Background: an optimization exercise with open tools, aiming at small area, a short achievable clock period and few clock cycles. Do not read the settings as production practice. Only simulation tests tie the RTL to the original design; equivalence was not proved.

--- flow/flow/run.sh ---
#!/bin/bash
set -euo pipefail
bash standard.sh SETUP_SLACK_MARGIN=5.8 finish > standard_flow.log 2>&1
--- flow/standard.sh ---
#!/bin/bash
# synth_recipe.tcl (not shown) runs the flow's synth.tcl, then flattens the netlist and writes it again
# the make line also repeats each setting of config.mk as NAME=value (left out here)
make -C /OpenROAD-flow-scripts/flow DESIGN_CONFIG=/design/flow/config.mk WORK_HOME=/design/flow/orfs CLKGATE_MAP_FILE= SYNTH_SCRIPT=/design/flow/synth_recipe.tcl "${@:-finish}"
--- flow/config.mk ---
export PLATFORM = sky130hd
export DESIGN_NAME = sha256_byte_stream_hasher
export DESIGN_NICKNAME = sha256_byte_stream_hasher
export VERILOG_FILES = /design/flow/design.v
export SDC_FILE = /design/flow/constraint.sdc
export NUM_CORES = 4
export LEC_CHECK = 0
export CAP_MARGIN = 20
export CORE_MARGIN = 2
export CORE_UTILIZATION = 40
export CTS_BUF_LIST = sky130_fd_sc_hd__clkbuf_4 sky130_fd_sc_hd__clkbuf_8
export SLEW_MARGIN = 20
--- flow/constraint.sdc ---
create_clock -name core_clock -period 10.5 [get_ports {clk}]
set_input_delay 2.1000 -clock core_clock [delete_from_list [all_inputs] [get_ports {clk}]]
set_output_delay 2.1000 -clock core_clock [all_outputs]
set_load 0.01 [all_outputs]
--- flow/design.v ---
package sha256_pkg;
	localparam int unsigned BlockBytes = 64;
	localparam int unsigned Rounds     = 64;
	localparam int unsigned QueueDepth = 4;
	localparam logic [7:0]  PadMark    = 8'h80;
	localparam logic [5:0]  LengthOfs  = 6'd56;
	typedef logic [31:0] word_t;
	typedef struct packed {
		logic [7:0] data;
		logic       has_byte;
		logic       eom;
	} cmd_t;
	typedef struct packed {
		logic [7:0] message_byte;
		logic       has_byte;
		logic       end_of_message;
	} in_item_t;
	typedef struct packed {
		logic [31:0] digest_word;
		logic [2:0]  word_index;
		logic        last_word;
	} out_item_t;
	localparam logic [255:0] InitHashFlat = {
		32'h6a09e667, 32'hbb67ae85, 32'h3c6ef372, 32'ha54ff53a,
		32'h510e527f, 32'h9b05688c, 32'h1f83d9ab, 32'h5be0cd19
	};
	localparam logic [2047:0] RoundKFlat = {
		32'h428a2f98, 32'h71374491, 32'hb5c0fbcf, 32'he9b5dba5,
		32'h3956c25b, 32'h59f111f1, 32'h923f82a4, 32'hab1c5ed5,
		32'hd807aa98, 32'h12835b01, 32'h243185be, 32'h550c7dc3,
		32'h72be5d74, 32'h80deb1fe, 32'h9bdc06a7, 32'hc19bf174,
		32'he49b69c1, 32'hefbe4786, 32'h0fc19dc6, 32'h240ca1cc,
		32'h2de92c6f, 32'h4a7484aa, 32'h5cb0a9dc, 32'h76f988da,
		32'h983e5152, 32'ha831c66d, 32'hb00327c8, 32'hbf597fc7,
		32'hc6e00bf3, 32'hd5a79147, 32'h06ca6351, 32'h14292967,
		32'h27b70a85, 32'h2e1b2138, 32'h4d2c6dfc, 32'h53380d13,
		32'h650a7354, 32'h766a0abb, 32'h81c2c92e, 32'h92722c85,
		32'ha2bfe8a1, 32'ha81a664b, 32'hc24b8b70, 32'hc76c51a3,
		32'hd192e819, 32'hd6990624, 32'hf40e3585, 32'h106aa070,
		32'h19a4c116, 32'h1e376c08, 32'h2748774c, 32'h34b0bcb5,
		32'h391c0cb3, 32'h4ed8aa4a, 32'h5b9cca4f, 32'h682e6ff3,
		32'h748f82ee, 32'h78a5636f, 32'h84c87814, 32'h8cc70208,
		32'h90befffa, 32'ha4506ceb, 32'hbef9a3f7, 32'hc67178f2
	};
	function automatic word_t init_hash(input logic [2:0] i);
		init_hash = InitHashFlat[{~i, 5'd0} +: 32];
	endfunction
	function automatic word_t round_k(input logic [5:0] r);
		round_k = RoundKFlat[{~r, 5'd0} +: 32];
	endfunction
	function automatic word_t rotr(input word_t x, input int unsigned n);
		rotr = (x >> n) | (x << (32 - n));
	endfunction
	function automatic word_t big_sigma0(input word_t x);
		big_sigma0 = rotr(x, 2) ^ rotr(x, 13) ^ rotr(x, 22);
	endfunction
	function automatic word_t big_sigma1(input word_t x);
		big_sigma1 = rotr(x, 6) ^ rotr(x, 11) ^ rotr(x, 25);
	endfunction
	function automatic word_t small_sigma0(input word_t x);
		small_sigma0 = rotr(x, 7) ^ rotr(x, 18) ^ (x >> 3);
	endfunction
	function automatic word_t small_sigma1(input word_t x);
		small_sigma1 = rotr(x, 17) ^ rotr(x, 19) ^ (x >> 10);
	endfunction
endpackage
module sha256_front (
	input  logic        clk,
	input  logic        arst_n,
	input  logic        in_valid,
	output logic        in_ready,
	input  logic [7:0]  in_byte,
	input  logic        in_has_byte,
	input  logic        in_eom,
	output logic        blk_ready,
	output logic        blk_first,   
	output logic        blk_last,    
	input  logic        launch,
	output logic        rd_active,
	output logic [31:0] rd_word
);
	logic [31:0] mem_q [16];          
	logic [5:0]  wpos_q;
	logic        cl_valid_q;
	logic [6:0]  cl_pos_q;            
	logic        cl_mark_q, cl_len_q, cl_first_q, cl_last_q;
	logic        cl_follow_q;         
	logic        cl_fmark_q;          
	logic [5:0]  lenlo_q;             
	logic        lenz_q;              
	logic        msg_first_q;
	logic [54:0] blk_cnt_q;           
	logic [3:0]  rd_t_q;
	logic        rd_active_q;
	logic [6:0]  rd_pos_q;
	logic        rd_mark_q, rd_len_q;
	logic [5:0]  rd_lenlo_q;
	logic        rd_lenz_q;
	logic        take, byte_we, full;
	logic [6:0]  p7;
	assign in_ready  = !cl_valid_q;
	assign take      = in_valid && !cl_valid_q;
	assign byte_we   = take && in_has_byte;
	assign full      = byte_we && (wpos_q == 6'd63);
	assign p7        = {1'b0, wpos_q} + {6'd0, in_has_byte};
	assign blk_ready = cl_valid_q;
	assign blk_first = cl_first_q;
	assign blk_last  = cl_last_q;
	assign rd_active = rd_active_q;
	logic [3:0] z_q, wr_at, rd_at;
	assign wr_at = z_q + wpos_q[5:2] - 4'd1;    
	assign rd_at = z_q + rd_t_q;
	always_ff @(posedge clk) begin
		for (int i = 0; i < 16; i++) begin
			for (int j = 0; j < 4; j++) begin
				if (byte_we && wr_at == 4'(i) && wpos_q[1:0] == 2'(j))
					mem_q[i][31 - 8*j -: 8] <= in_byte;
				else
					mem_q[i][31 - 8*j -: 8] <= mem_q[(i + 1) % 16][31 - 8*j -: 8];
			end
		end
	end
	always_ff @(posedge clk or negedge arst_n) begin
		if (!arst_n) begin
			wpos_q      <= '0;
			z_q         <= 4'd2;
			cl_valid_q  <= 1'b0;
			msg_first_q <= 1'b1;
			rd_active_q <= 1'b0;
		end else begin
			z_q <= z_q - 1'b1;
			if (rd_active_q && rd_t_q == 4'd15) rd_active_q <= 1'b0;
			if (launch) begin
				rd_active_q <= 1'b1;
				if (!cl_follow_q) cl_valid_q <= 1'b0;
			end else if (take) begin
				if (byte_we) wpos_q <= wpos_q + 1'b1;
				if (in_eom) begin
					cl_valid_q  <= 1'b1;
					msg_first_q <= 1'b1;
					wpos_q      <= '0;
				end else if (full) begin
					cl_valid_q  <= 1'b1;
					msg_first_q <= 1'b0;
				end
			end
		end
	end
	always_ff @(posedge clk) begin
		rd_t_q <= rd_t_q + 1'b1;
		if (launch) begin
			rd_t_q      <= '0;
			rd_pos_q    <= cl_pos_q;
			rd_mark_q   <= cl_mark_q;
			rd_len_q    <= cl_len_q;
			rd_lenlo_q  <= lenlo_q;
			rd_lenz_q   <= lenz_q;
			if (cl_follow_q) begin
				cl_pos_q    <= '0;
				cl_mark_q   <= cl_fmark_q;
				cl_len_q    <= 1'b1;
				cl_first_q  <= 1'b0;
				cl_last_q   <= 1'b1;
				cl_follow_q <= 1'b0;
			end
		end else if (take) begin
			if (full) blk_cnt_q <= msg_first_q ? 55'd1 : blk_cnt_q + 1'b1;
			if (in_eom) begin
				cl_first_q  <= msg_first_q;
				if (full) begin
					cl_pos_q    <= 7'd64;
					cl_mark_q   <= 1'b0;
					cl_len_q    <= 1'b0;
					cl_last_q   <= 1'b0;
					cl_follow_q <= 1'b1;
					cl_fmark_q  <= 1'b1;
					lenlo_q     <= '0;
					lenz_q      <= 1'b0;
				end else if (p7 >= 7'd56) begin
					cl_pos_q    <= p7;
					cl_mark_q   <= 1'b1;
					cl_len_q    <= 1'b0;
					cl_last_q   <= 1'b0;
					cl_follow_q <= 1'b1;
					cl_fmark_q  <= 1'b0;
					lenlo_q     <= p7[5:0];
					lenz_q      <= msg_first_q;
				end else begin
					cl_pos_q    <= p7;
					cl_mark_q   <= 1'b1;
					cl_len_q    <= 1'b1;
					cl_last_q   <= 1'b1;
					cl_follow_q <= 1'b0;
					lenlo_q     <= p7[5:0];
					lenz_q      <= msg_first_q;
				end
			end else if (full) begin
				cl_first_q  <= msg_first_q;
				cl_pos_q    <= 7'd64;
				cl_mark_q   <= 1'b0;
				cl_len_q    <= 1'b0;
				cl_last_q   <= 1'b0;
				cl_follow_q <= 1'b0;
			end
		end
	end
	logic [31:0] m;
	logic [63:0] len_bits;
	logic [5:0]  idx;
	always_comb begin
		m        = mem_q[{rd_at[3:2], 2'b00}];
		len_bits = {rd_lenz_q ? 55'd0 : blk_cnt_q, rd_lenlo_q, 3'd0};
		for (int j = 0; j < 4; j++) begin
			idx = {rd_t_q, 2'(j)};
			if ({1'b0, idx} < rd_pos_q)
				rd_word[31 - 8*j -: 8] = m[31 - 8*j -: 8];
			else if ({1'b0, idx} == rd_pos_q && rd_mark_q)
				rd_word[31 - 8*j -: 8] = sha256_pkg::PadMark;
			else
				rd_word[31 - 8*j -: 8] = 8'h00;
		end
		if (rd_len_q && rd_t_q == 4'd14) rd_word = len_bits[63:32];
		if (rd_len_q && rd_t_q == 4'd15) rd_word = len_bits[31:0];
	end
endmodule
module sha256_core (
	input  logic        clk,
	input  logic        arst_n,
	input  logic        blk_ready,
	input  logic        blk_first,
	input  logic        blk_last,
	output logic        launch,
	input  logic        rd_active,
	input  logic [31:0] rd_word,
	output logic        out_valid,
	input  logic        out_ready,
	output logic [31:0] out_word,
	output logic [2:0]  out_index,
	output logic        out_last
);
	typedef logic [31:0] word_t;
	word_t a_q, b_q, c_q, d_q, e_q, f_q, g_q, h_q;
	word_t w_q [16];            
	word_t q_q;                 
	word_t k_q;                 
	logic [5:0] kc_q;           
	word_t ha_q [4];            
	word_t he_q [4];            
	word_t out_q;
	logic        in_round_q;
	logic [5:0]  rn_q;
	logic [1:0]  ph_q;          
	logic        mode_fin_q, mode_init_q;
	logic        fin_pend_q;
	logic        go_q;
	logic        nx_first_q, nx_last_q, cur_first_q, cur_last_q;
	logic        out_valid_q, ovp_q;
	logic [2:0]  oidx_q;
	logic [1:0]  osel_q;        
	function automatic word_t csa_s(input word_t x, input word_t y, input word_t z);
		csa_s = x ^ y ^ z;
	endfunction
	function automatic word_t csa_c(input word_t x, input word_t y, input word_t z);
		csa_c = ((x & y) | (x & z) | (y & z)) << 1;
	endfunction
	function automatic word_t add32(input word_t x, input word_t y);
		logic [31:0] g, p, gn, pn;
		g = x & y;
		p = x ^ y;
		for (int l = 0; l < 5; l++) begin
			gn = g;
			pn = p;
			for (int i = 0; i < 32; i++) begin
				if ((i & (1 << l)) != 0) begin
					gn[i] = g[i] | (p[i] & g[((i >> l) << l) - 1]);
					pn[i] = p[i] & p[((i >> l) << l) - 1];
				end
			end
			g = gn;
			p = pn;
		end
		add32 = (x ^ y) ^ {g[30:0], 1'b0};
	endfunction
	word_t s1, ch, s0, mj;
	word_t p1s, p1c, p2s, p2c, p3s, p3c, e1s, e1c, e2s, e2c;
	word_t a_new, e_new;
	always_comb begin
		s1  = sha256_pkg::big_sigma1(e_q);
		ch  = (e_q & f_q) ^ (~e_q & g_q);
		s0  = sha256_pkg::big_sigma0(a_q);
		mj  = (a_q & b_q) ^ (a_q & c_q) ^ (b_q & c_q);
		p1s = csa_s(q_q, ch, mj);
		p1c = csa_c(q_q, ch, mj);
		p2s = csa_s(p1s, p1c, s1);
		p2c = csa_c(p1s, p1c, s1);
		p3s = csa_s(p2s, p2c, s0);
		p3c = csa_c(p2s, p2c, s0);
		a_new = add32(p3s, p3c);
		e1s = csa_s(q_q, ch, d_q);
		e1c = csa_c(q_q, ch, d_q);
		e2s = csa_s(e1s, e1c, s1);
		e2c = csa_c(e1s, e1c, s1);
		e_new = add32(e2s, e2c);
	end
	logic  fin, iv_sel;
	word_t xa, xe, iv_a, iv_e, sum_a, sum_e;
	always_comb begin
		fin    = !in_round_q && mode_fin_q;
		iv_sel = mode_init_q || (mode_fin_q && cur_last_q);
		iv_a   = sha256_pkg::init_hash({1'b0, ~ph_q});       
		iv_e   = sha256_pkg::init_hash({1'b1, ~ph_q});       
		xa     = !mode_fin_q ? '0 : (cur_first_q ? iv_a : ha_q[0]);
		xe     = !mode_fin_q ? '0 : (cur_first_q ? iv_e : he_q[0]);
		sum_a  = add32(xa, d_q);
		sum_e  = add32(xe, h_q);
	end
	word_t sch1s, sch1c, sch2s, sch2c, qa_s, qa_c;
	word_t w_in, q_new;
	always_comb begin
		sch1s = csa_s(sha256_pkg::small_sigma1(w_q[14]), w_q[9], sha256_pkg::small_sigma0(w_q[1]));
		sch1c = csa_c(sha256_pkg::small_sigma1(w_q[14]), w_q[9], sha256_pkg::small_sigma0(w_q[1]));
		sch2s = csa_s(sch1s, sch1c, w_q[0]);
		sch2c = csa_c(sch1s, sch1c, w_q[0]);
		w_in  = rd_active ? rd_word : add32(sch2s, sch2c);
		qa_s  = csa_s(g_q, k_q, w_q[15]);
		qa_c  = csa_c(g_q, k_q, w_q[15]);
		q_new = add32(qa_s, qa_c);
	end
	logic       hs;
	logic [2:0] oidx_n;
	logic [1:0] opos;
	word_t      out_n;
	always_comb begin
		hs     = out_valid_q && out_ready;
		oidx_n = oidx_q + {2'd0, hs};
		opos   = osel_q - {1'b0, hs};       
		out_n  = oidx_n[2] ? he_q[opos] : ha_q[opos];
	end
	always_ff @(posedge clk) begin
		for (int i = 0; i < 15; i++) w_q[i] <= w_q[i+1];
		w_q[15] <= w_in;
		q_q  <= q_new;
		k_q  <= sha256_pkg::round_k(kc_q);
		kc_q <= (!in_round_q && ph_q == 2'd1) ? 6'd0 : kc_q + 1'b1;
		a_q <= in_round_q ? a_new : (iv_sel ? iv_a : sum_a);
		b_q <= a_q;
		c_q <= b_q;
		d_q <= c_q;
		e_q <= in_round_q ? e_new : (iv_sel ? iv_e : sum_e);
		f_q <= e_q;
		g_q <= f_q;
		h_q <= g_q;
		for (int i = 0; i < 3; i++) begin
			ha_q[i] <= ha_q[i+1];
			he_q[i] <= he_q[i+1];
		end
		ha_q[3] <= fin ? sum_a : ha_q[0];
		he_q[3] <= fin ? sum_e : he_q[0];
		out_q <= out_n;
	end
	logic loop_end, fin_pend_nx, out_busy, fin_done;
	assign launch      = !in_round_q && ph_q == 2'd1 && blk_ready && !go_q &&
		(mode_fin_q || mode_init_q || !fin_pend_q);
	assign loop_end    = !in_round_q && ph_q == 2'd3;
	assign fin_pend_nx = fin_pend_q && !mode_fin_q;
	assign out_busy    = out_valid_q || ovp_q;
	assign fin_done    = loop_end && mode_fin_q && cur_last_q;
	always_ff @(posedge clk or negedge arst_n) begin
		if (!arst_n) begin
			in_round_q  <= 1'b0;
			rn_q        <= '0;
			ph_q        <= '0;
			mode_fin_q  <= 1'b0;
			mode_init_q <= 1'b1;
			fin_pend_q  <= 1'b0;
			go_q        <= 1'b0;
			out_valid_q <= 1'b0;
			ovp_q       <= 1'b0;
			oidx_q      <= '0;
			osel_q      <= '0;
		end else begin
			ph_q <= ph_q + 1'b1;
			if (fin_done) begin
				ovp_q  <= 1'b1;
				oidx_q <= '0;
				osel_q <= 2'd3;
			end else begin
				oidx_q <= oidx_n;
				osel_q <= opos - 1'b1;
			end
			if (ovp_q) begin
				ovp_q       <= 1'b0;
				out_valid_q <= 1'b1;
			end
			if (hs && oidx_q == 3'd7) out_valid_q <= 1'b0;
			if (launch) go_q <= 1'b1;
			if (in_round_q) begin
				rn_q <= rn_q + 1'b1;
				if (rn_q == 6'd63) begin
					in_round_q  <= 1'b0;
					fin_pend_q  <= 1'b1;
					mode_fin_q  <= !out_busy;
					mode_init_q <= 1'b0;
				end
			end else if (loop_end) begin
				fin_pend_q  <= fin_pend_nx;
				mode_fin_q  <= fin_pend_nx && !out_busy;
				mode_init_q <= 1'b0;
				if (go_q) begin
					go_q       <= 1'b0;
					in_round_q <= 1'b1;
					rn_q       <= '0;
				end
			end
		end
	end
	always_ff @(posedge clk) begin
		if (launch) begin
			nx_first_q <= blk_first;
			nx_last_q  <= blk_last;
		end
		if (loop_end && go_q) begin
			cur_first_q <= nx_first_q;
			cur_last_q  <= nx_last_q;
		end
	end
	assign out_valid = out_valid_q;
	assign out_index = oidx_q;
	assign out_last  = (oidx_q == 3'd7);
	assign out_word  = out_q;
endmodule
module sha256_byte_stream_hasher (
	input  logic        clk,
	input  logic        arst_n,
	input  logic        in_valid,
	output logic        in_ready,
	input  logic [7:0]  in_message_byte,
	input  logic        in_has_byte,
	input  logic        in_end_of_message,
	output logic        out_valid,
	input  logic        out_ready,
	output logic [31:0] out_digest_word,
	output logic [2:0]  out_word_index,
	output logic        out_last_word
);
	logic        blk_ready, blk_first, blk_last, launch, rd_active;
	logic [31:0] rd_word;
	sha256_front u_front (
		.clk, .arst_n,
		.in_valid    (in_valid),
		.in_ready    (in_ready),
		.in_byte     (in_message_byte),
		.in_has_byte (in_has_byte),
		.in_eom      (in_end_of_message),
		.blk_ready, .blk_first, .blk_last, .launch, .rd_active, .rd_word
	);
	sha256_core u_core (
		.clk, .arst_n,
		.blk_ready, .blk_first, .blk_last, .launch, .rd_active, .rd_word,
		.out_valid (out_valid),
		.out_ready (out_ready),
		.out_word  (out_digest_word),
		.out_index (out_word_index),
		.out_last  (out_last_word)
	);
endmodule
==> results of run 1 <==
## per-stage QoR
| step | utilization, % | hold WS, ns | std cells |
|---|---|---|---|
| after floorplan | - | 0.310 | 5818 |
| after global placement | 41.8 | 0.310 | 7982 |
| after detailed placement | 41.8 | 0.312 | 7982 |
| after CTS | 45.7 | 0.238 | 8510 |
| after global routing | 46.0 | 0.234 | 8535 |
| final | 46.0 | 0.245 | 8537 |
## sequential cells by signal, indices dropped and copies added, names as in the netlist, 7 cells and up
name and cells:
u_core.q_q 32, u_front.rd_pos_q 7, u_core.e_q 32, u_core.k_q 32, u_front.blk_cnt_q 55, u_front.mem_q 512, u_front.cl_pos_q 7, u_core.c_q 32
u_core.d_q 32, u_core.out_q 32, u_core.he_q 128, u_core.g_q 32, u_core.f_q 32, u_core.b_q 32, u_core.w_q 512, u_core.a_q 32
u_core.ha_q 128, u_core.h_q 32
## worst max-delay path: cells and delay by family (launching register included)
| kind | cells | cell delay [ns] |
|---|---|---|
| xor gates and xnor gates | 2 | 0.56 |
| DFF | 1 | 0.64 |
| and+or+nand+nor | 2 | 0.30 |
| adders and majority gates | 2 | 0.75 |
| AOI/OAI and AO/OA | 8 | 2.29 |
## logic make-up after synthesis
| group | Yosys count | share of synthesized area (%) |
|---|---|---|
| flops | 1768 | 52.4 |
| simple gates | 939 | 6.26 |
| compound gates | 882 | 8.55 |
| mux | 636 | 11.4 |
| buf+inv | 591 | 3.19 |
| fa+ha+maj | 533 | 12.4 |
| xor+xnor | 469 | 5.89 |
## area by class of cell
| cell class | instances | area share, % |
|---|---|---|
| Clock inverter | 51 | 0.718 |
| Tap cell | 2325 | 3.64 |
| Multi-Input combinational cell | 3459 | 39.6 |
| Clock buffer | 461 | 7.22 |
| Inverter | 341 | 1.61 |
| Antenna cell | 3 | 0.00940 |
| Timing Repair Buffer | 129 | 1.35 |
| Sequential cell | 1768 | 45.9 |
## worst max-delay path by stage
stage	depth (start not counted)	slack, ns	end
6_report	14	5.80	u_core.e_q[31]$_DFF_P_
5_1_grt	16	5.64	u_core.a_q[30]$_DFF_P_
4_1_cts	16	5.71	u_core.a_q[30]$_DFF_P_
3_5_place_dp	7	4.93	u_front.mem_q[5][17]$_DFF_P_
3_3_place_gp	7	5.00	u_front.mem_q[5][17]$_DFF_P_
2_1_floorplan	16	5.82	u_core.a_q[30]$_DFF_P_
## placed cells by master, fill, tap and decap left out, types with 73 or more instances in the layout
cell      netlist  final
mux2_2        559    549
clkbuf_8        0    368
ha_1          232    215
buf_4           0     73
nand2_1       342    338
a21oi_1       195    186
fa_1          271    261
nand3_1        76     76
dfxtp_1      1643   1579
o21ai_0       205    199
edfxtp_1       92     92
xnor2_1       327    315
inv_1         339    334
clkbuf_4        0     93
xor2_1        142    139
nor2_1        231    230
## layer usage
metal,track usage [%],vias to the layer above
met5,0,-
met4,6.73,4
met3,4.51,321
met2,32.8,1439
met1,29.1,22200
li1,-,20400
## repair_timing
item	4_1_cts	5_1_grt
gates resized for setup	77	125
endpoints found under the hold margin	0	0
setup endpoints to repair	48	54
pin swaps	15	54
setup buffers	16	23
==> impl_metrics.yaml, run 1 <==
detailed_routing:
  top_layer: "met5"
  ant_nets: 0
  drc: 0
  met2_length_mm: 85.5
  drt_iter0_markers: 3690
  drt-wirelength-per-cell_um: 22.1
  vias: 44400
  met3_length_mm: 13.0
  avgViaCountPerCell: 5.20
  drt_pass1_iterations: 6
  wl_met1_mm: 84.7
  wirelength_mm: 189
cells_and_area:
  nFillCells: 15900
  multi_input_area_um2: 31600
  nNetsFinal: 6518
  syn2layout_area_growth_pct: 14.6
  fin_area_um2: 79800
  register_area_um2: 36600
  layout-drive-gt1-share_pct: 22.9
cts:
  cts_root_buffer: "clkbuf_8"
  cts_tree: "yes"
  h-tree-depth: 5
  cts.path.max_buffers: 4
  clock_sinks: 1768
  cts_buffers: 302
  insertion_delay_ns: 1.05
  clkTransAtPathRegs_ns: 0.06
  cts_hold_buf: 0
setup_path:
  cp.required_ns: 11.37
  critPathMaxFanout: 5
  r2r-start: "u_core.e_q[26]$_DFF_P_"
  worstSetupPathType: "reg -> reg"
  reg2reg_depth: 14
  slowest_delay_ns: 0.64
  regToRegEndpoint: "u_core.e_q[31]$_DFF_P_"
  worstSetupStartpoint: "u_core.e_q[26]$_DFF_P_"
  crit_chain: "xnor2_1 -> xnor2_2 -> fa_2 -> ha_1 -> a211o_1 -> a211oi_4 -> o221ai_4 -> and3_4 -> o21a_1 -> a311o_1 -> a41oi_2 -> nor2_1 -> a2111oi_2 -> o22ai_1"
  cp_slowest_cell: "dfxtp_1"
  cp-end-kind: "register"
  rrSetupSlack_ns: 5.80
  arrival_ns: 5.57
  start_kind: "register"
synth:
  async_reset_ff_share_pct: 1.87
  yosysWarnings: 6
  ys_ff_latch: 1768
  synthTopCellsByArea: "dfxtp_1 47%, mux2_2 9.0%, fa_1 7.8%, ha_1 4.2%, xnor2_1 4.1%"
  synth_edf_count: 92
  ys.flop_type: "dfxtp_1"
  syn_avg_cell_area_um2: 12.0
  netlist_area_um2: 69700
  synth_fp_nets: 6335
  synth.most_common_cell: "dfxtp_1"
  synth_seq_area_share_pct: 52.4
  synthCells: 5818
  yosysTopAreaCell: "dfxtp_1"
  synth_cell_types: 93
  synth_common_cells: "1643 x dfxtp_1, 559 x mux2_2, 342 x nand2_1, 339 x inv_1, 327 x xnor2_1"
  yosysTopAreaCellShare_pct: 47.2
sta:
  finalCritPeriodShare_pct: 44.8
  layout_setup_ws_ns: 5.80
  rsz0062_at_grt: "true"
  fin_skew_ns: 0.0845
  slew_viol_final: 0
  final_hold_viol_count: 0
  finalCriticalPeriod_ns: 4.70
  worst_slew_pin_slew_ns: 1.10
  fmax_mhz: 213
  finalSetupTns_ns: 0
  setup_viol: 0
  relSlewSlack_pct: 26.8
global_routing:
  grt_util_all_layers_pct: 21.0
  grt_pass1_wl_mm: 282
  grt_pass1_vias: 44500
  antenna_found_initial: 9
  grt.overflow.total: 0
  grt_start_max_net_pins: 106
floorplan:
  rows: 153
  pin_count: 52
  die_w_um: 421
  die_h_um: 421
  core_area_um2: 173000
  dieArea_um2: 178000
  initial_core_util_pct: 40.2
min_path:
  holdPathEnd: "u_core.w_q[3][27]$_DFF_P_"
  hold_path_startpoint: "u_core.w_q[4][27]$_DFF_P_"
  hold_path_depth: 0
  worstHoldPathType: "reg -> reg"
placement:
  place_ws_ns: 4.93
  gp_congestion: 0.926
  post_dp_cell_area_um2: 72500
  io_buffer_count: 51
  dp_hpwl_mm: 136
status:
  status: "timing/DRC/antenna clean"
job:
  max-cap-violations: 0
Testbench counts, summed over its fixed seeds: cycles 20,372.
==> run 2: changes to the inputs <==
--- a/flow/design.v
+++ b/flow/design.v
@@ -147,6 +147,10 @@
 		end
 	end
 	always_ff @(posedge clk) begin
+		blk_cnt_q <= (full && msg_first_q && !launch) ? 55'd1
+			: blk_cnt_q + {54'd0, full && !launch};
+	end
+	always_ff @(posedge clk) begin
 		rd_t_q <= rd_t_q + 1'b1;
 		if (launch) begin
 			rd_t_q      <= '0;
@@ -164,7 +168,6 @@
 				cl_follow_q <= 1'b0;
 			end
 		end else if (take) begin
-			if (full) blk_cnt_q <= msg_first_q ? 55'd1 : blk_cnt_q + 1'b1;
 			if (in_eom) begin
 				cl_first_q  <= msg_first_q;
 				if (full) begin
==> flow/flow/run.sh (replaced) <==
#!/bin/bash
set -euo pipefail
bash standard.sh SETUP_SLACK_MARGIN=6.0 finish > standard_flow.log 2>&1
--- a/flow/config.mk
+++ b/flow/config.mk
@@ -8,5 +8,7 @@
 export CAP_MARGIN = 20
 export CORE_MARGIN = 2
 export CORE_UTILIZATION = 40
-export CTS_BUF_LIST = sky130_fd_sc_hd__clkbuf_4 sky130_fd_sc_hd__clkbuf_8
+export CTS_BUF_LIST = sky130_fd_sc_hd__clkbuf_16
+export CTS_CLUSTER_DIAMETER = 150
+export CTS_CLUSTER_SIZE = 22
 export SLEW_MARGIN = 20
==> run 2 against run 1 <==
Register-to-register slack improved by 0.11 ns. Count of clock-buffer cells in the layout down 371. Maximum frequency is 2.4% higher. Non-clock buffer count increased by 1. Still clean on timing, DRC and antenna. Routed wire length shrank 3.7%. Critical path depth increased by 2.
==> impl_metrics.yaml, run 2 <==
cts:
  clkTransAtPathRegs_ns: 0.11
  cts_tree: "yes"
  cts_root_buffer: "clkbuf_16"
  cts_buffers: 90
  h-tree-depth: 3
  cts.path.max_buffers: 3
  clock_sinks: 1768
  insertion_delay_ns: 0.76
cells_and_area:
  syn2layout_area_growth_pct: 9.17
  fin_area_um2: 75700
  layout-drive-gt1-share_pct: 17.9
  top_regs: "u_core.w_q x512, u_front.mem_q x512"
  final_common_cell: "dfxtp_1"
  layout_common_cells: "1618 x dfxtp_1, 563 x mux2_2, 353 x inv_1, 325 x nand2_1, 314 x xnor2_1"
  nNetsFinal: 6329
  fin_cells: 8134
setup_path:
  crit_top_cell: "fa_1"
  cp-end-kind: "register"
  crit_family: "adder cells"
  cp.required_ns: 11.12
  rrSetupSlack_ns: 5.91
  start_kind: "register"
  worstSetupPathType: "reg -> reg"
  slowest_delay_ns: 0.53
  critPathMaxFanout: 2
  regToRegEndpoint: "u_core.a_q[27]$_DFF_P_"
  reg2reg_depth: 16
  r2r-start: "u_core.a_q[17]$_DFF_P_"
  cp_slowest_cell: "fa_1"
  crit_chain: "maj3_2 -> fa_1 -> fa_1 -> inv_2 -> fa_1 -> inv_2 -> ha_4 -> a21o_1 -> a221o_1 -> a221o_1 -> a21oi_4 -> nand2_1 -> a21o_1 -> a21oi_2 -> xor2_1 -> a21oi_1"
  crit_buf_inv: 2
  arrival_ns: 5.21
min_path:
  worstHoldPathType: "reg -> reg"
  hold_path_depth: 0
  hold_path_startpoint: "u_core.w_q[2][23]$_DFF_P_"
  holdPathEnd: "u_core.w_q[1][23]$_DFF_P_"
sta:
  final_hold_viol_count: 0
  rsz0062_at_grt: "true"
  fmax_mhz: 218
  relSlewSlack_pct: 25.5
  finalCritPeriodShare_pct: 43.7
  worst_slew_pin_slew_ns: 1.11
  slew_viol_final: 0
  finalSetupTns_ns: 0
  setup_viol: 0
  whs_ns: 0.305
  fin_skew_ns: 0.0568
  finalCriticalPeriod_ns: 4.59
  layout_setup_ws_ns: 5.91
detailed_routing:
  avgViaCountPerCell: 5.22
  drt_pass1_iterations: 10
  vias: 42500
  ant_nets: 0
  wirelength_mm: 182
  drt_iter0_markers: 3856
  drc: 0
  drt-wirelength-per-cell_um: 22.3
placement:
  io_buffer_count: 51
  gp_congestion: 0.949
  post_dp_cell_area_um2: 72100
  place_inst: 7978
  place_ws_ns: 4.95
  dp_hpwl_mm: 134
floorplan:
  pin_count: 52
  die_w_um: 420
  rows: 152
  dieArea_um2: 177000
  core_area_um2: 172000
  initial_core_util_pct: 40.3
  die_h_um: 420
synth:
  yosysTopAreaCell: "dfxtp_1"
  ys_ff_latch: 1768
  synth_seq_area_share_pct: 51.8
  synthCells: 5825
  synth.most_common_cell: "dfxtp_1"
  synth_fp_nets: 6350
  yosysTopAreaCellShare_pct: 49.0
  yosysWarnings: 6
  synthTopCellsByArea: "dfxtp_1 49%, mux2_2 9.3%, fa_1 7.8%, ha_1 4.3%, xnor2_1 4.2%"
  async_reset_ff_share_pct: 1.87
  synth_common_cells: "1698 x dfxtp_1, 571 x mux2_2, 345 x inv_1, 331 x xnor2_1, 329 x nand2_1"
  synth_cell_types: 86
  syn_avg_cell_area_um2: 11.9
  ys.flop_type: "dfxtp_1"
  synth_edf_count: 37
  netlist_area_um2: 69300
job:
  max-cap-violations: 0
global_routing:
  antenna_found_initial: 8
  grt_pass1_wl_mm: 270
  grt_start_max_net_pins: 102
  grt_pass1_vias: 41800
  grt.overflow.total: 0
  grt_util_all_layers_pct: 20.4
status:
  status: "timing/DRC/antenna clean"
## run 2: changes by cell type in the layout (fill, tap and decap cells not counted), moves of 19 or more
cell,delta
dfxtp_1,+39
clkbuf_4,-93
nor2_1,+21
clkinv_2,-26
nand3_1,-20
clkbuf_8,-368
inv_1,+19
clkbuf_16,+90
edfxtp_1,-55
## run 2: worst max-delay path by stage
| stage | from | to | slack [ns] | cells after the start |
|---|---|---|---|---|
| after global routing | u_core.a_q[5]$_DFF_P_ | u_core.a_q[31]$_DFF_P_ | 5.79 | 16 |
| after detailed placement | in_valid | u_front.blk_cnt_q[52]$_SDFF_PP0_ | 4.95 | 15 |
| final | u_core.a_q[17]$_DFF_P_ | u_core.a_q[27]$_DFF_P_ | 5.91 | 16 |
| after CTS | u_core.e_q[17]$_DFF_P_ | u_core.a_q[29]$_DFF_P_ | 5.94 | 16 |
| after global placement | in_valid | u_front.blk_cnt_q[52]$_SDFF_PP0_ | 4.96 | 15 |
| after floorplan | u_core.e_q[17]$_DFF_P_ | u_core.a_q[29]$_DFF_P_ | 6.04 | 16 |
## run 2: final cells by class
type | count | area (um^2)
inverters | 351 | 1320
flip-flops and latches | 1768 | 36100
repair buffers | 130 | 1080
well taps | 2310 | 2890
fillers | 15900 | 96200
multi-input cells | 3463 | 31800
clock inverters | 21 | 193
clock buffers | 90 | 2250
diodes | 1 | 2.50
## run 2: cell families (layout without fill, tap and decap cells)
| family | count (synthesis) | count (layout) | synth area share (%) |
|---|---|---|---|
| AO/OA/AOI/OAI | 883 | 883 | 8.65 |
| XOR/XNOR | 479 | 479 | 6.05 |
| adder cells (fa/ha/maj) | 541 | 541 | 12.6 |
| buffers and inverters | 594 | 592 | 3.23 |
| flip-flops | 1768 | 1768 | 51.8 |
| multiplexers | 647 | 647 | 11.6 |
| other | 0 | 1 | 0 |
| AND/OR/NAND/NOR | 913 | 913 | 6.01 |
## run 2: worst register-to-register path, stage by stage, from the launching register on
cell     delay, ns
dfxtp_4       0.39
maj3_2        0.33
fa_1          0.51
fa_1          0.53
inv_2         0.05
fa_1          0.49
inv_2         0.05
ha_4          0.23
a21o_1        0.18
a221o_1       0.33
a221o_1       0.41
a21oi_4       0.21
nand2_1       0.10
a21o_1        0.22
a21oi_2       0.17
xor2_1        0.16
a21oi_1       0.08
## run 2: stage by stage
stage / util (%)
after floorplan: -
after global placement: 41.9
after detailed placement: 41.9
after CTS: 43.7
after global routing: 44.0
final: 44.0
## run 2: repair_timing
item                       CTS  global route
resized for setup          149            92
hold buffers                 0             0
hold endpoints to repair     0             0
setup endpoints to repair  163           125
pin swaps                   33            28
cloned                       0             0
setup buffers               25            19
## run 2: routing by layer
metal / up-vias / track usage, % / wire [um]
met2: 1245 / 32.3 / 82500
met1: 21100 / 28.8 / 83100
li1: 19800 / - / -
met5: - / 0 / 0
met4: 0 / 7.27 / 6810
met3: 277 / 2.23 / 9410
Testbench counts of run 2, summed over its fixed seeds: cycles 20,372.
==> run 3: changes to the inputs <==
==> flow/flow/run.sh (replaced) <==
#!/bin/bash
set -euo pipefail
bash standard.sh SETUP_SLACK_MARGIN=6.4 finish > standard_flow.log 2>&1
==> run 3 against run 2 <==
Via count is 0.62% higher. Cell count is 0.65% higher. Final area is 1.9% higher. Routed wire length is 1.1% higher. Sequential share of layout area is 0.79 points lower. Setup slack worse by 0.037 ns. Critical path type unchanged.
==> impl_metrics.yaml, run 3 <==
cts:
  h-tree-depth: 3
  clock_sinks: 1768
  cts_root_buffer: "clkbuf_16"
  cts_buffers: 91
  insertion_delay_ns: 0.78
  cts.path.max_buffers: 3
  cts_tree: "yes"
  clkTransAtPathRegs_ns: 0.11
  cts_hold_buf: 0
sta:
  worst_slew_pin_slew_ns: 1.12
  rsz0062_at_grt: "true"
  finalCriticalPeriod_ns: 4.63
  fmax_mhz: 216
  final_hold_viol_count: 0
  finalCritPeriodShare_pct: 44.1
  fin_skew_ns: 0.0669
  relSlewSlack_pct: 24.9
  setup_viol: 0
  slew_viol_final: 0
  finalSetupTns_ns: 0
synth:
  synth_edf_count: 37
  synth_fp_nets: 6350
  synth_seq_area_share_pct: 51.8
  synth_cell_types: 86
  synth_common_cells: "1698 x dfxtp_1, 571 x mux2_2, 345 x inv_1, 331 x xnor2_1, 329 x nand2_1"
  syn_avg_cell_area_um2: 11.9
  yosysWarnings: 6
  netlist_area_um2: 69300
  ys.flop_type: "dfxtp_1"
  synthTopCellsByArea: "dfxtp_1 49%, mux2_2 9.3%, fa_1 7.8%, ha_1 4.3%, xnor2_1 4.2%"
  async_reset_ff_share_pct: 1.87
  synth.most_common_cell: "dfxtp_1"
  ys_ff_latch: 1768
  yosysTopAreaCellShare_pct: 49.0
  synthCells: 5825
  yosysTopAreaCell: "dfxtp_1"
setup_path:
  worstSetupPathType: "reg -> reg"
  arrival_ns: 5.23
  cp-end-kind: "register"
  critPathMaxFanout: 3
  start_kind: "register"
  cp.required_ns: 11.10
min_path:
  worstHoldPathType: "reg -> reg"
floorplan:
  die_w_um: 420
  rows: 152
  pin_count: 52
  core_area_um2: 172000
  initial_core_util_pct: 40.3
  die_h_um: 420
  dieArea_um2: 177000
placement:
  dp_hpwl_mm: 134
  gp_congestion: 0.944
  io_buffer_count: 51
global_routing:
  grt.overflow.total: 0
  grt_pass1_wl_mm: 273
  antenna_found_initial: 5
  grt_pass1_vias: 41700
  grt_util_all_layers_pct: 20.6
  grt_start_max_net_pins: 102
detailed_routing:
  drt_iter0_markers: 3894
  vias: 42700
  drt-wirelength-per-cell_um: 22.5
  drc: 0
  drt_pass1_iterations: 9
  wirelength_mm: 184
  ant_nets: 0
  avgViaCountPerCell: 5.22
cells_and_area:
  nNetsFinal: 6374
  top_regs: "u_core.w_q x512, u_front.mem_q x512"
  layout-drive-gt1-share_pct: 20.9
  syn2layout_area_growth_pct: 11.3
  layout_common_cells: "1602 x dfxtp_1, 559 x mux2_2, 353 x inv_1, 317 x nand2_1, 296 x xnor2_1"
  final_common_cell: "dfxtp_1"
job:
  max-cap-violations: 0
status:
  status: "timing/DRC/antenna clean"
[run 3: kinds of logic (layout without fill, tap and decap cells)]
kind of cell	after synthesis	in the layout	share of synthesized area [%]
xor+xnor	479	479	6.05
buf+inv	594	645	3.23
mux	647	647	11.6
flops	1768	1768	51.8
compound gates	883	883	8.65
fa+ha+maj	541	541	12.6
other cells	0	1	0
simple gates	913	913	6.01
[run 3: timing repair]
| action | in CTS | in global routing |
|---|---|---|
| pin swaps | 63 | 109 |
| gates resized for setup | 203 | 190 |
| endpoints found under the setup margin | 502 | 222 |
| buffers inserted | 45 | 45 |
[run 3: worst max-delay path, stage by stage, from the launching register on]
cell and delay, ns:
dfxtp_4 0.42, mux2_4 0.32, fa_1 0.49, fa_1 0.57, inv_2 0.06, fa_1 0.49, inv_2 0.05, ha_4 0.21
a21o_1 0.18, a221o_1 0.34, a221o_1 0.36, a21oi_2 0.24, a21oi_4 0.10, o31a_1 0.27, nor2_2 0.12, xor2_1 0.16
a22oi_1 0.08
[run 3: final timing paths]
check	start	to	slack, ns	cells past startpoint
worst max-delay path	u_core.e_q[17]$_DFF_P_	u_core.a_q[29]$_DFF_P_	5.87	16
worst min-delay path	u_core.w_q[12][20]$_DFF_P_	u_core.w_q[11][20]$_DFF_P_	0.32	0
worst max register to register	u_core.e_q[17]$_DFF_P_	u_core.a_q[29]$_DFF_P_	5.87	16
worst min register to register	u_core.w_q[12][20]$_DFF_P_	u_core.w_q[11][20]$_DFF_P_	0.32	0
max in group asynchronous	arst_n	u_core.in_round_q$_DFF_PN0_	8.22	1
min in group asynchronous	arst_n	u_front.z_q[3]$_DFF_PN0_	1.49	1
[run 3: final cells by class]
cell class / instances / area (um^2)
Inverter: 351 / 1320
Antenna cell: 1 / 2.50
Clock buffer: 92 / 2300
Clock inverter: 28 / 225
Fill cell: 15800 / 94800
Tap cell: 2310 / 2890
Multi-Input combinational cell: 3463 / 32700
Sequential cell: 1768 / 36200
Timing Repair Buffer: 174 / 1500
[run 3: metal layers]
metal  up-vias  track usage, %  part of all wire, %
met4         0            7.30                  3.9
met5         -               0                    0
met2      1199            31.9                   44
li1      19900               -                    -
met3       257            2.43                  5.1
met1     21300            29.7                   47
[run 3: through the flow]
stage	util, %	area [um^2]	std cells	hold slack (ns)	setup WS [ns]
after floorplan	-	69700	5825	0.310	6.14
after global placement	42.1	72400	7976	0.310	5.06
after detailed placement	42.1	72400	7976	0.312	5.07
after CTS	44.2	75900	8141	0.321	5.90
after global routing	44.9	77100	8187	0.320	5.74
final	44.9	77100	8187	0.319	5.87
==> run 4: changes to the inputs <==
==> flow/flow/run.sh (replaced) <==
#!/bin/bash
set -euo pipefail
bash standard.sh SETUP_SLACK_MARGIN=6.0 finish > standard_flow.log 2>&1
--- a/flow/config.mk
+++ b/flow/config.mk
@@ -7,8 +7,8 @@
 export LEC_CHECK = 0
 export CAP_MARGIN = 20
 export CORE_MARGIN = 2
-export CORE_UTILIZATION = 40
+export CORE_UTILIZATION = 45
 export CTS_BUF_LIST = sky130_fd_sc_hd__clkbuf_16
-export CTS_CLUSTER_DIAMETER = 150
-export CTS_CLUSTER_SIZE = 22
+export CTS_CLUSTER_DIAMETER = 140
+export CTS_CLUSTER_SIZE = 20
 export SLEW_MARGIN = 20
==> run 4 against run 3 <==
Final area decreased by 2.2%. Still clean on timing, DRC and antenna. Critical path type unchanged. Synthesized area unchanged. Non-clock buffer count down 52. Critical endpoint is now u_core.a_q[27]$_DFF_P_. Worst hold slack worse by 0.010 ns.
==> impl_metrics.yaml, run 4 <==
synth:
  ys_ff_latch: 1768
  synth_edf_count: 37
  synth-simple-area-share_pct: 6.01
  yosysWarnings: 6
  netlist_area_um2: 69300
  synth_common_cells: "1698 x dfxtp_1, 571 x mux2_2, 345 x inv_1, 331 x xnor2_1, 329 x nand2_1"
  synth_compound_area_share_pct: 8.65
  synth_top_family_by_area: "adder cells"
  yosysTopAreaCellShare_pct: 49.0
  async_reset_ff_share_pct: 1.87
  synth_seq_area_share_pct: 51.8
  synth_fa_ha_area_share_pct: 12.6
  yosysTopAreaCell: "dfxtp_1"
  synth.most_common_cell: "dfxtp_1"
  synthXorXnorAreaFrac_pct: 6.05
  synth_cell_types: 86
  synth_mux_area_share_pct: 11.6
  synthCells: 5825
  ys.flop_type: "dfxtp_1"
  synthTopCellsByArea: "dfxtp_1 49%, mux2_2 9.3%, fa_1 7.8%, ha_1 4.3%, xnor2_1 4.2%"
  synth_fp_nets: 6350
  syn_avg_cell_area_um2: 11.9
min_path:
  worstHoldPathType: "reg -> reg"
  hold_path_startpoint: "u_core.f_q[15]$_DFF_P_"
  hold_path_depth: 0
sta:
  setup_viol: 0
  finalCriticalPeriod_ns: 4.58
  finalSetupTns_ns: 0
  fin_skew_ns: 0.0611
  worst_slew_pin_slew_ns: 1.05
  slew_viol_final: 0
  fmax_mhz: 218
  finalCritPeriodShare_pct: 43.6
  rsz0062_at_grt: "true"
  relSlewSlack_pct: 29.5
  final_hold_viol_count: 0
cells_and_area:
  multi_input_area_um2: 31800
  final_common_cell: "dfxtp_1"
  top_regs: "u_core.w_q x512, u_front.mem_q x512"
  syn2layout_area_growth_pct: 8.82
  nNetsFinal: 6329
  insertedDiodeCount: 0
  nFillCells: 13800
  layout_common_cells: "1621 x dfxtp_1, 565 x mux2_2, 352 x inv_1, 324 x nand2_1, 323 x xnor2_1"
  register_area_um2: 36100
  layout-drive-gt1-share_pct: 17.8
  fin_area_um2: 75400
floorplan:
  rows: 144
  die_w_um: 397
  dieArea_um2: 157000
  die_h_um: 397
  core_area_um2: 154000
  initial_core_util_pct: 45.2
  pin_count: 52
cts:
  cts_tree: "yes"
  insertion_delay_ns: 0.77
  cts_root_buffer: "clkbuf_16"
  clock_sinks: 1768
  cts_buffers: 98
  h-tree-depth: 3
  cts_hold_buf: 0
  clkTransAtPathRegs_ns: 0.10
  cts.path.max_buffers: 3
placement:
  io_buffer_count: 51
  post_dp_cell_area_um2: 71800
  gp_congestion: 0.915
  dp_hpwl_mm: 133
setup_path:
  slowest_delay_ns: 0.61
  crit_chain: "maj3_1 -> fa_1 -> fa_2 -> fa_2 -> ha_1 -> a21o_1 -> a221o_1 -> a221o_1 -> a21oi_2 -> nand2_1 -> a21o_1 -> a21oi_2 -> xor2_1 -> a21oi_1"
  start_kind: "register"
  reg2reg_depth: 14
  critPathMaxFanout: 5
  r2r-start: "u_core.a_q[15]$_DFF_P_"
  worstSetupStartpoint: "u_core.a_q[15]$_DFF_P_"
  cp.required_ns: 11.12
  cp_slowest_cell: "fa_2"
  worstSetupPathType: "reg -> reg"
  cp-end-kind: "register"
  arrival_ns: 5.21
detailed_routing:
  drt-wirelength-per-cell_um: 22.8
  wirelength_mm: 179
  avgViaCountPerCell: 5.34
  ant_nets: 0
  drt_iter0_markers: 3433
  drt_pass1_iterations: 8
  vias: 42000
  drc: 0
global_routing:
  grt_util_all_layers_pct: 22.8
  grt_pass1_vias: 42000
  grt.overflow.total: 0
  grt_start_max_net_pins: 91
  grt_pass1_wl_mm: 270
  antenna_found_initial: 6
job:
  max-cap-violations: 0
status:
  status: "timing/DRC/antenna clean"
[run 4: cell types whose count changed in the layout (fill, tap and decap cells not counted), moves of 15 or more]
cell	previous run	this run
buf_4	103	70
buf_6	17	1
dfxtp_1	1602	1621
dfxtp_4	57	28
ha_1	209	228
o21ai_0	175	195
o21ai_1	17	2
xnor2_1	296	323
xnor2_2	28	8
[run 4: layer usage]
metal | part of all wire [%] | GRT usage [%] | vias up
met1 | 46 | 32.3 | 20700
met3 | 5.4 | 2.78 | 249
li1 | - | - | 19900
met5 | 0 | 0 | -
met2 | 46 | 36.2 | 1161
met4 | 3.3 | 7.48 | 0
[run 4: critical path: cells and delay by family (launching register included)]
family / cells / cell delay [ns]
AOI/OAI and AO/OA: 7 / 1.63
xor gates and xnor gates: 1 / 0.16
adders and majority gates: 5 / 2.12
DFF: 1 / 0.40
and+or+nand+nor: 1 / 0.12
[run 4: through the flow]
stage          setup slack, ns  utilization [%]  cells  hold slack, ns
6_report                  5.92             49.1   7868           0.309
5_1_grt                   5.76             49.1   7868           0.306
4_1_cts                   5.92             48.8   7849           0.296
2_1_floorplan             6.04                -   5825           0.310
3_5_place_dp              4.89             46.8   7710           0.312
3_3_place_gp              4.90             46.8   7710           0.310
[run 4: cell type report]
type	instances	share of cell area, %
Sequential cell	1768	47.9
Multi-Input combinational cell	3463	42.1
Tap cell	2044	3.39
Clock buffer	98	3.25
Inverter	351	1.75
Timing Repair Buffer	122	1.35
Clock inverter	22	0.307
[run 4: worst paths after layout]
path / end / slack, ns
min reg2reg: u_core.g_q[15]$_DFF_P_ / 0.31
max reg2reg: u_core.a_q[27]$_DFF_P_ / 5.92
max in group asynchronous: u_core.in_round_q$_DFF_PN0_ / 8.24
min: u_core.g_q[15]$_DFF_P_ / 0.31
min in group asynchronous: u_core.ph_q[1]$_DFF_PN0_ / 1.50
max: u_core.a_q[27]$_DFF_P_ / 5.92
[run 4: what timing repair did]
item                       CTS  global route
setup endpoints to repair  179            91
gates cloned                 0             0
setup buffers               19            19
pin swaps                   25            41
gates resized for setup    123           102
[run 4: kinds of logic (layout without fill, tap and decap cells)]
logic type / count (synthesis) / after routing
XOR/XNOR: 479 / 479
multiplexers: 647 / 647
AND/OR/NAND/NOR: 913 / 913
AO/OA/AOI/OAI: 883 / 883
flip-flops: 1768 / 1768
buffers and inverters: 594 / 593
adder cells (fa/ha/maj): 541 / 541
==> run 5: changes to the inputs <==
==> flow/flow/run.sh (replaced) <==
#!/bin/bash
set -euo pipefail
bash standard.sh SETUP_SLACK_MARGIN=6.1 finish > standard_flow.log 2>&1
--- a/flow/config.mk
+++ b/flow/config.mk
@@ -7,8 +7,9 @@
 export LEC_CHECK = 0
 export CAP_MARGIN = 20
 export CORE_MARGIN = 2
-export CORE_UTILIZATION = 45
+export CORE_UTILIZATION = 50
 export CTS_BUF_LIST = sky130_fd_sc_hd__clkbuf_16
 export CTS_CLUSTER_DIAMETER = 140
 export CTS_CLUSTER_SIZE = 20
+export PLACE_DENSITY = 0.68
 export SLEW_MARGIN = 20
==> run 5 against run 4 <==
Still clean on timing, DRC and antenna. Worst hold slack better by 0.0096 ns. Global-route usage rose by 2.1 points. Clock skew is 0.0087 ns lower. Register-to-register slack better by 0.04 ns. Setup slack improved by 0.040 ns. Count of clock-buffer cells in the layout is 2 higher. Critical path depth stayed put. Die area decreased by 9.9%. Via count up 2.2%. Routed wire length shrank 1.4%. Critical path type unchanged.
==> impl_metrics.yaml, run 5 <==
status:
  status: "timing/DRC/antenna clean"
detailed_routing:
  vias: 42900
  avgViaCountPerCell: 5.61
  wirelength_mm: 177
  ant_nets: 0
  drt-wirelength-per-cell_um: 23.1
  drt_iter0_markers: 4319
  drt_pass1_iterations: 6
  drc: 0
cts:
  cts_buffers: 98
  cts_hold_buf: 0
  h-tree-depth: 3
  insertion_delay_ns: 0.76
  cts_tree: "yes"
  clock_sinks: 1768
  clkTransAtPathRegs_ns: 0.10
  cts.path.max_buffers: 3
  cts_root_buffer: "clkbuf_16"
sta:
  worst_slew_pin_slew_ns: 1.13
  layout_setup_ws_ns: 5.96
  relSlewSlack_pct: 24.7
  setup_viol: 0
  finalCriticalPeriod_ns: 4.54
  finalSetupTns_ns: 0
  fin_skew_ns: 0.0525
  final_hold_viol_count: 0
  fmax_mhz: 220
  finalCritPeriodShare_pct: 43.3
  rsz0062_at_grt: "true"
  slew_viol_final: 0
synth:
  ys_ff_latch: 1768
  yosysTopAreaCellShare_pct: 49.0
  synth.most_common_cell: "dfxtp_1"
  ys.flop_type: "dfxtp_1"
  async_reset_ff_share_pct: 1.87
  yosysWarnings: 6
  synth_seq_area_share_pct: 51.8
  synthCells: 5825
  netlist_area_um2: 69300
  synth_edf_count: 37
  synthTopCellsByArea: "dfxtp_1 49%, mux2_2 9.3%, fa_1 7.8%, ha_1 4.3%, xnor2_1 4.2%"
  synth_cell_types: 86
  synth_common_cells: "1698 x dfxtp_1, 571 x mux2_2, 345 x inv_1, 331 x xnor2_1, 329 x nand2_1"
  synth_fp_nets: 6350
  syn_avg_cell_area_um2: 11.9
  yosysTopAreaCell: "dfxtp_1"
floorplan:
  pin_count: 52
  core_area_um2: 137000
  rows: 136
  die_w_um: 376
  dieArea_um2: 142000
  initial_core_util_pct: 50.4
  die_h_um: 376
cells_and_area:
  top_regs: "u_core.w_q x512, u_front.mem_q x512"
  nFillCells: 11500
  multi_input_area_um2: 31800
  insertedDiodeCount: 0
  layout_common_cells: "1614 x dfxtp_1, 566 x mux2_2, 349 x inv_1, 324 x xnor2_1, 323 x nand2_1"
  nNetsFinal: 6355
  syn2layout_area_growth_pct: 8.69
  layout-drive-gt1-share_pct: 18.6
  register_area_um2: 36100
  final_common_cell: "dfxtp_1"
global_routing:
  antenna_found_initial: 8
  grt.overflow.total: 0
  grt_pass1_vias: 42200
  grt_util_all_layers_pct: 24.8
  grt_pass1_wl_mm: 266
  grt_start_max_net_pins: 102
placement:
  dp_hpwl_mm: 131
  gp_congestion: 0.947
  io_buffer_count: 51
  place_ws_ns: 4.93
setup_path:
  critPathMaxFanout: 5
  worstSetupPathType: "reg -> reg"
  arrival_ns: 5.14
  r2r-start: "u_core.a_q[16]$_DFF_P_"
  cp-end-kind: "register"
  rrSetupSlack_ns: 5.96
  cp.required_ns: 11.10
  regToRegEndpoint: "u_core.a_q[29]$_DFF_P_"
  reg2reg_depth: 14
  start_kind: "register"
min_path:
  hold_path_startpoint: "u_core.w_q[3][21]$_DFF_P_"
  hold_path_depth: 0
  worstHoldPathType: "reg -> reg"
  holdPathEnd: "u_core.w_q[2][21]$_DFF_P_"
job:
  max-cap-violations: 0
[run 5: stage by stage]
step / hold WS [ns] / utilization, % / instance area [um^2] / cells
6_report: 0.318 / 54.8 / 75400 / 7644
5_1_grt: 0.325 / 54.8 / 75400 / 7644
4_1_cts: 0.319 / 54.4 / 74700 / 7607
3_5_place_dp: 0.312 / 52.0 / 71500 / 7457
3_3_place_gp: 0.310 / 52.0 / 71500 / 7457
2_1_floorplan: 0.310 / - / 69400 / 5825
[run 5: final cells by class]
type / instances / area share (%)
timing repair buffer: 148 / 1.64
clock buffer: 100 / 3.32
sequential: 1768 / 47.9
clock inverter: 20 / 0.183
tap: 1794 / 2.98
inverter: 351 / 1.75
multi-input combinational: 3463 / 42.2
[run 5: worst max-delay path by stage]
stage / start / end / slack (ns) / cells after the start
global placement: in_valid / u_front.blk_cnt_q[54]$_SDFF_PP0_ / 4.94 / 15
CTS: u_core.e_q[14]$_DFF_P_ / u_core.a_q[31]$_DFF_P_ / 5.95 / 16
global route: u_core.e_q[3]$_DFF_P_ / u_core.a_q[16]$_DFF_P_ / 5.81 / 16
finish: u_core.a_q[16]$_DFF_P_ / u_core.a_q[29]$_DFF_P_ / 5.96 / 14
floorplan: in_valid / u_front.blk_cnt_q[52]$_SDFF_PP0_ / 6.10 / 15
detailed placement: in_valid / u_front.blk_cnt_q[54]$_SDFF_PP0_ / 4.93 / 15
[run 5: repair_timing]
action,CTS,global route
endpoints found under the setup margin,145,77
buffers inserted,30,37
pin swaps,43,54
cloned,0,0
gates resized for setup,151,102
[run 5: logic make-up (layout without fill, tap and decap cells)]
| kind of cell | after synthesis | after routing | share of synthesized area (%) |
|---|---|---|---|
| DFF | 1768 | 1768 | 51.8 |
| and+or+nand+nor | 913 | 913 | 6.01 |
| AOI/OAI and AO/OA | 883 | 883 | 8.65 |
| muxes | 647 | 647 | 11.6 |
| buffers and inverters | 594 | 619 | 3.23 |
| adders and majority gates | 541 | 541 | 12.6 |
| xor gates and xnor gates | 479 | 479 | 6.05 |
[run 5: critical path, cell delays in order (launching register included)]
cell     delay, ns
dfxtp_4       0.41
maj3_2        0.35
fa_2          0.46
fa_2          0.61
fa_2          0.49
ha_1          0.20
a21o_1        0.20
a221o_1       0.33
a221o_1       0.41
a21oi_4       0.23
a21oi_4       0.09
o31a_1        0.26
nor2_1        0.12
xor2_1        0.15
a22oi_1       0.07
[run 5: layer usage]
metal / GRT usage (%) / share of wire, %
met5: 0 / 0.014
met4: 9.61 / 4.1
met3: 3.52 / 6.1
met2: 38.8 / 45
met1: 34.9 / 45
==> run 6: changes to the inputs <==
--- a/flow/design.v
+++ b/flow/design.v
@@ -284,6 +284,16 @@
 		end
 		add32 = (x ^ y) ^ {g[30:0], 1'b0};
 	endfunction
+	logic  fin, iv_sel;
+	word_t xa, xe, iv_a, iv_e;
+	always_comb begin
+		fin    = !in_round_q && mode_fin_q;
+		iv_sel = mode_init_q || (mode_fin_q && cur_last_q);
+		iv_a   = sha256_pkg::init_hash({1'b0, ~ph_q});       
+		iv_e   = sha256_pkg::init_hash({1'b1, ~ph_q});       
+		xa     = !mode_fin_q ? '0 : (cur_first_q ? iv_a : ha_q[0]);
+		xe     = !mode_fin_q ? '0 : (cur_first_q ? iv_e : he_q[0]);
+	end
 	word_t s1, ch, s0, mj;
 	word_t p1s, p1c, p2s, p2c, p3s, p3c, e1s, e1c, e2s, e2c;
 	word_t a_new, e_new;
@@ -298,24 +308,12 @@
 		p2c = csa_c(p1s, p1c, s1);
 		p3s = csa_s(p2s, p2c, s0);
 		p3c = csa_c(p2s, p2c, s0);
-		a_new = add32(p3s, p3c);
+		a_new = add32(in_round_q ? p3s : xa, in_round_q ? p3c : d_q);
 		e1s = csa_s(q_q, ch, d_q);
 		e1c = csa_c(q_q, ch, d_q);
 		e2s = csa_s(e1s, e1c, s1);
 		e2c = csa_c(e1s, e1c, s1);
-		e_new = add32(e2s, e2c);
-	end
-	logic  fin, iv_sel;
-	word_t xa, xe, iv_a, iv_e, sum_a, sum_e;
-	always_comb begin
-		fin    = !in_round_q && mode_fin_q;
-		iv_sel = mode_init_q || (mode_fin_q && cur_last_q);
-		iv_a   = sha256_pkg::init_hash({1'b0, ~ph_q});       
-		iv_e   = sha256_pkg::init_hash({1'b1, ~ph_q});       
-		xa     = !mode_fin_q ? '0 : (cur_first_q ? iv_a : ha_q[0]);
-		xe     = !mode_fin_q ? '0 : (cur_first_q ? iv_e : he_q[0]);
-		sum_a  = add32(xa, d_q);
-		sum_e  = add32(xe, h_q);
+		e_new = add32(in_round_q ? e2s : xe, in_round_q ? e2c : h_q);
 	end
 	word_t sch1s, sch1c, sch2s, sch2c, qa_s, qa_c;
 	word_t w_in, q_new;
@@ -345,11 +343,11 @@
 		q_q  <= q_new;
 		k_q  <= sha256_pkg::round_k(kc_q);
 		kc_q <= (!in_round_q && ph_q == 2'd1) ? 6'd0 : kc_q + 1'b1;
-		a_q <= in_round_q ? a_new : (iv_sel ? iv_a : sum_a);
+		a_q <= (!in_round_q && iv_sel) ? iv_a : a_new;
 		b_q <= a_q;
 		c_q <= b_q;
 		d_q <= c_q;
-		e_q <= in_round_q ? e_new : (iv_sel ? iv_e : sum_e);
+		e_q <= (!in_round_q && iv_sel) ? iv_e : e_new;
 		f_q <= e_q;
 		g_q <= f_q;
 		h_q <= g_q;
@@ -357,8 +355,8 @@
 			ha_q[i] <= ha_q[i+1];
 			he_q[i] <= he_q[i+1];
 		end
-		ha_q[3] <= fin ? sum_a : ha_q[0];
-		he_q[3] <= fin ? sum_e : he_q[0];
+		ha_q[3] <= fin ? a_new : ha_q[0];
+		he_q[3] <= fin ? e_new : he_q[0];
 		out_q <= out_n;
 	end
 	logic loop_end, fin_pend_nx, out_busy, fin_done;
==> flow/flow/run.sh (replaced) <==
#!/bin/bash
set -euo pipefail
bash standard.sh SETUP_SLACK_MARGIN=6.0 finish > standard_flow.log 2>&1
--- a/flow/config.mk
+++ b/flow/config.mk
@@ -7,9 +7,8 @@
 export LEC_CHECK = 0
 export CAP_MARGIN = 20
 export CORE_MARGIN = 2
-export CORE_UTILIZATION = 50
+export CORE_UTILIZATION = 40
 export CTS_BUF_LIST = sky130_fd_sc_hd__clkbuf_16
-export CTS_CLUSTER_DIAMETER = 140
-export CTS_CLUSTER_SIZE = 20
-export PLACE_DENSITY = 0.68
+export CTS_CLUSTER_DIAMETER = 150
+export CTS_CLUSTER_SIZE = 22
 export SLEW_MARGIN = 20
==> run 6 against run 5 <==
First-iteration DRC count is 17% lower. Clock skew is 0.0074 ns higher. Via count is 4.2% lower. Final area is 2.6% lower. Maximum frequency is 6.8% lower. Critical path type unchanged. Critical path depth is 4 higher. Setup slack worse by 0.33 ns. Register-to-register slack worse by 0.33 ns. Largest cell class unchanged.
==> impl_metrics.yaml, run 6 <==
status:
  status: "timing/DRC/antenna clean"
detailed_routing:
  avgViaCountPerCell: 5.28
  drc: 0
  drt-wirelength-per-cell_um: 23.3
  drt_iter0_markers: 3582
  drt_pass1_iterations: 7
cells_and_area:
  layout-drive-gt1-share_pct: 18.4
  multi_input_area_um2: 29800
  syn2layout_area_growth_pct: 9.49
  nFillCells: 15400
  fin_area_um2: 73400
  final_common_cell: "dfxtp_1"
  final_core_util_pct: 44.0
  nNetsFinal: 6017
sta:
  slew_viol_final: 0
  finalSetupTns_ns: 0
  fmax_mhz: 205
  finalCriticalPeriod_ns: 4.87
  relSlewSlack_pct: 24.0
  layout_setup_ws_ns: 5.63
  worst_slew_pin_slew_ns: 1.14
  final_hold_viol_count: 0
  fin_skew_ns: 0.0599
global_routing:
  grtUsageMet2_pct: 33.0
  grt_util_met3_pct: 3.55
  gr-usage-met1_pct: 30.2
  grt.overflow.total: 0
  grt_pass1_wl_mm: 269
setup_path:
  start_kind: "register"
  worstSetupPathType: "reg -> reg"
  crit_family: "adder cells"
  cp-end-kind: "register"
min_path:
  hold_path_startpoint: "u_core.w_q[8][23]$_DFF_P_"
  worstHoldPathType: "reg -> reg"
synth:
  netlist_area_um2: 67000
  yosysTopAreaCellShare_pct: 50.7
  yosysWarnings: 6
floorplan:
  rows: 150
  core_area_um2: 167000
cts:
  clkTransAtPathRegs_ns: 0.11
  cts_buffers: 90
placement:
  dp_hpwl_mm: 134
  gp_congestion: 0.979
  post_dp_cell_area_um2: 69800
  place_inst: 7623
job:
  max-cap-violations: 0
run 6: cell count changes in the layout (fill, tap and decap cells not counted), moves of 17 or more:
cell	previous run	this run
inv_1	349	286
mux2i_1	6	32
a22oi_1	33	16
dfxtp_1	1614	1632
ha_1	227	170
nand2b_1	46	21
o21a_1	47	15
o22ai_1	7	26
xnor2_1	324	284
xor2_1	146	121
o21ai_0	193	229
run 6: cell families after synthesis:
kind of cell,after synthesis,synth area share (%)
AO/OA/AOI/OAI,830,8.05
XOR/XNOR,428,5.59
adder cells (fa/ha/maj),471,11.6
buffers and inverters,536,3.01
flip-flops,1768,53.6
multiplexers,658,12.1
AND/OR/NAND/NOR,885,6.00
run 6: cell type report:
| class | count | share of cell area (%) |
|---|---|---|
| flip-flops and latches | 1768 | 49.2 |
| multi-input cells | 3273 | 40.6 |
| well taps | 2204 | 3.76 |
| clock buffers | 90 | 3.07 |
| repair buffers | 145 | 1.63 |
| inverters | 285 | 1.46 |
| clock inverters | 17 | 0.271 |
| diodes | 1 | 0.00341 |
run 6: metal layers:
layer / vias to the layer above / wire, um
met5: - / 61
met4: 10 / 4320
met3: 228 / 12400
met2: 1150 / 82000
met1: 20700 / 82800
li1: 19000 / -
run 6: timing repair:
| item | 4_1_cts | 5_1_grt |
|---|---|---|
| pin swaps | 34 | 28 |
| gates resized for setup | 132 | 94 |
| setup buffers | 25 | 26 |
| cloned | 0 | 1 |
| endpoints found under the setup margin | 116 | 116 |
run 6: worst max path at each step:
stage,startpoint,endpoint,depth (start not counted)
2_1_floorplan,in_valid,u_front.blk_cnt_q[53]$_SDFF_PP0_,15
3_3_place_gp,in_valid,u_front.blk_cnt_q[53]$_SDFF_PP0_,15
3_5_place_dp,in_valid,u_front.blk_cnt_q[53]$_SDFF_PP0_,15
4_1_cts,u_core.a_q[1]$_DFF_P_,u_core.a_q[28]$_DFF_P_,19
5_1_grt,u_core.a_q[1]$_DFF_P_,u_core.ha_q[3][28]$_DFF_P_,19
6_report,u_core.a_q[2]$_DFF_P_,u_core.ha_q[3][28]$_DFF_P_,18
Testbench counts of run 6, summed over its fixed seeds: cycles 20,372.

-- port drivers added, routing unchanged --
The results above use ideal ports. As a check the final layouts listed here were re-extracted and re-timed, cells and wires unchanged. Step 1: set_driving_cell puts a clkbuf_16 on clk and a buf_2 on each other input, an assumption about the parent block. Step 2 times the ports against the registers' clock, not the clock port: input delays grow and output delays shrink by t, the midpoint of the rising clock arrivals with the driver on. a / b / c = no drivers / after step 1 / after step 2; a / b = the first two.
| run | t, ns | setup slack, ns | worst hold slack (ns) | latest minus earliest clock arrival (ns) |
|---|---|---|---|---|
| run 1 | 1.074 | 5.799 / 5.799 / 4.853 | 0.245 / 0.245 / 0.245 | 0.103 / 0.103 |
| run 2 | 0.820 | 5.911 / 5.911 / 5.314 | 0.305 / 0.305 / 0.305 | 0.060 / 0.060 |
| run 3 | 0.827 | 5.875 / 5.875 / 5.731 | 0.319 / 0.319 / 0.319 | 0.074 / 0.075 |
| run 4 | 0.819 | 5.918 / 5.918 / 5.459 | 0.309 / 0.309 / 0.309 | 0.069 / 0.069 |
| run 5 | 0.815 | 5.958 / 5.958 / 5.457 | 0.318 / 0.318 / 0.318 | 0.060 / 0.060 |
| run 6 | 0.814 | 5.628 / 5.628 / 5.316 | 0.294 / 0.294 / 0.294 | 0.060 / 0.061 |
After both steps setup and hold are still met in every run listed. The setup slack of run 1, which loses most, moves by 0.000 ns with the drivers and by -0.946 ns with both steps.
